Context: an optimization exercise on an open-source flow, tuned for small area and few clock cycles. The choices shown serve that exercise and are no tape-out recipe.
Function was checked by simulation only, so behaviour that the tests miss may differ from the original.
No activity file was given, so power comes from the tool's default toggle rates.

Setup of v39:
Design html_markup_text_extractor, start of the top module:
module html_markup_text_extractor (
	input  logic        clk,
	input  logic        arst_n,
	input  logic        in_valid,
	output logic        in_ready,
	input  logic [7:0]  in_byte,
	input  logic        doc_last,
	output logic        out_valid,
	input  logic        out_ready,
	output logic [7:0]  out_char,
	output logic [19:0] src_offset,
	output logic        run_last,
	output logic        nest_overflow
);
Settings: LEC_CHECK=0, ABC_AREA=1, CAP_MARGIN=20, CORE_MARGIN=2, CORE_UTILIZATION=60, SLEW_MARGIN=20; clock period 7.0 ns.
standard.sh (not shown) runs the stock make flow with config.mk's settings and CLKGATE_MAP_FILE= SYNTH_SCRIPT=/design/flow/synth_recipe.tcl, a recipe that flattens the netlist after the stock synthesis.
==> flow/flow/run.sh <==
#!/bin/bash
# The standard layout (standard.sh), with two changes:
#  - synthesis maps the logic with flow/abc_area.script, an area-oriented ABC script, in
#    place of ORFS's; everything else in the synthesis is the standard one (synth_recipe.tcl
#    and ORFS's synth.tcl, with only the ABC script swapped), so the registers are the same
#  - the port buffers are the smallest buffer cell
# every tool's output goes to the ORFS logs under orfs/logs, and make's to layout.log
set -euo pipefail
W=$PWD
# ORFS's synth.tcl with the ABC script swapped, right after the preamble sets it
sed '/source $::env(SCRIPTS_DIR)\/synth_preamble.tcl/a set abc_args [lreplace $abc_args 1 1 '"$W"'/flow/abc_area.script]' \
	"$FLOW_HOME/scripts/synth.tcl" > "$W/own_synth.tcl"
grep -q "abc_area.script\]" "$W/own_synth.tcl"
# The standard flow's synthesis script, sourcing that copy
sed 's#source $::env(SCRIPTS_DIR)/synth.tcl#source '"$W"'/own_synth.tcl#' "$W/synth_recipe.tcl" > "$W/own_synth_recipe.tcl"
grep -q own_synth.tcl "$W/own_synth_recipe.tcl"
# standard.sh, with that synthesis script
sed 's#SYNTH_SCRIPT=[^ ]*#SYNTH_SCRIPT='"$W"'/own_synth_recipe.tcl#' "$W/standard.sh" > "$W/own_standard.sh"
grep -q own_synth_recipe.tcl "$W/own_standard.sh"
export BUFFER_PORTS_ARGS="-buffer_cell sky130_fd_sc_hd__buf_1"
bash "$W/own_standard.sh" > "$W/layout.log" 2>&1
==> flow/flow/abc_area.script <==
strash
&get -n
&fraig -x
&put
scorr
dc2
strash
&get -n
&dch -f
&nf -R 1000
&put
buffer -c
topo
stime -c
upsize -c
dnsize -c
Testbench counts of v39, summed over its fixed seeds: cycles 25,771.
Relative to v39, the following input files were edited for v42:
==> flow/run.sh (new file) <==
#!/bin/bash
# synth_recipe.tcl (not shown) runs the flow's synth.tcl, then flattens the netlist and writes it again
# the make line also repeats each setting of config.mk as NAME=value (left out here)
make -C /OpenROAD-flow-scripts/flow DESIGN_CONFIG=/design/flow/config.mk WORK_HOME=/design/flow/orfs CLKGATE_MAP_FILE= SYNTH_SCRIPT=/design/flow/synth_recipe.tcl finish
removed: flow/flow/run.sh
removed: flow/flow/abc_area.script
removed: flow/standard.sh
--- outcome ---
- v42 against v39: fraction of area in multi-input gates saw a decrease; final hold slack saw a decrease.
- Maximum vdd ir drop down about 18% in v42 wrt v39
- From v39 to v42 the numbers moved as follows: layout multi-input combinational cell count grew by 26%; post-layout minimum cycle time grew by 320 ps; post-route cell area grew by 17%; CTS clock-pin slew for the worst setup and hold paths grew by 20 ps; area added between synthesis and finish grew by 5.4 points.
- v39 → v42: total number of sequential cells has remained practically unchanged; met2 routing resource usage after global routing went up by 10 points.
- Of the two values seen for critical path start-end classification, flop to output pin was produced by v42 and flop to flop by v39.
- Against v39, v42 reports a worst slew margin relative to its limit that is lower.
For v57, these inputs were changed with respect to v42:
==> flow/flow/run.sh (new file) <==
#!/bin/bash
# standard layout, with the port buffers made from the smallest buffer cell
set -euo pipefail
export BUFFER_PORTS_ARGS="-buffer_cell sky130_fd_sc_hd__buf_1"
bash standard.sh > layout.log 2>&1
==> flow/standard.sh (new file) <==
#!/bin/bash
# synth_recipe.tcl (not shown) runs the flow's synth.tcl, then flattens the netlist and writes it again
# the make line also repeats each setting of config.mk as NAME=value (left out here)
make -C /OpenROAD-flow-scripts/flow DESIGN_CONFIG=/design/flow/config.mk WORK_HOME=/design/flow/orfs CLKGATE_MAP_FILE= SYNTH_SCRIPT=/design/flow/synth_recipe.tcl "${@:-finish}"
removed: flow/run.sh
Notes after the runs:
The final layout from v57, which completed every stage, passed the timing, DRC and antenna checks at the end of the flow.
Summary: final HPWL from detailed placement, v57 better than v42
Count of buffers not belonging to the clock network in the layout (lower): v42
Re detailed route wirelength on metal3: v57 and v42 aren't equal, and the lower value belongs to v57.
On share of the final layout cell area in multi-input gates: between v57 and v42, it ends up lower for v42.
Delta (v57 minus v42): reg-to-reg setup timing slack moved up, power moved down, filler cell count moved up, fmax moved up, cell area after layout moved down.
Lower clock-buffer cell count among v57 and v42: v42
In the metrics for v57 and v42, the one carrying the higher part of the total power dissipated in sequential elements is v57.

## afterwards: timing with drivers on the ports
The results above use ideal ports. As a check the final layouts listed here were re-extracted and re-timed, cells and wires unchanged.
Step 1 (the two cells are an assumption about what drives the block):
set clk [get_ports {clk}]
set_driving_cell -lib_cell sky130_fd_sc_hd__clkbuf_16 $clk
set_driving_cell -lib_cell sky130_fd_sc_hd__buf_2 [delete_from_list [all_inputs] $clk]
Step 2 also shifts input and output timing later by t, the mid clock arrival at the registers, as if the neighbouring blocks saw the same clock.
Slacks: ideal / step 1 / step 2; pairs: ideal / step 1.
run	shift t [ns]	setup WS [ns]	worst setup path after step 2	clock arrival spread, ns	pins driven straight from the clock port
v39	0.393	2.079 / 2.065 / 1.702	input to register	0.014 / 0.013	1
v42	0.407	1.763 / 1.731 / 2.138	register to output	0.013 / 0.013	1
v57	0.396	2.543 / 2.508 / 2.541	input to register	0.007 / 0.007	1
After both steps setup and hold are still met in every run listed. The setup slack of v39, which loses most, moves by -0.014 ns with the drivers and by -0.377 ns with both steps.
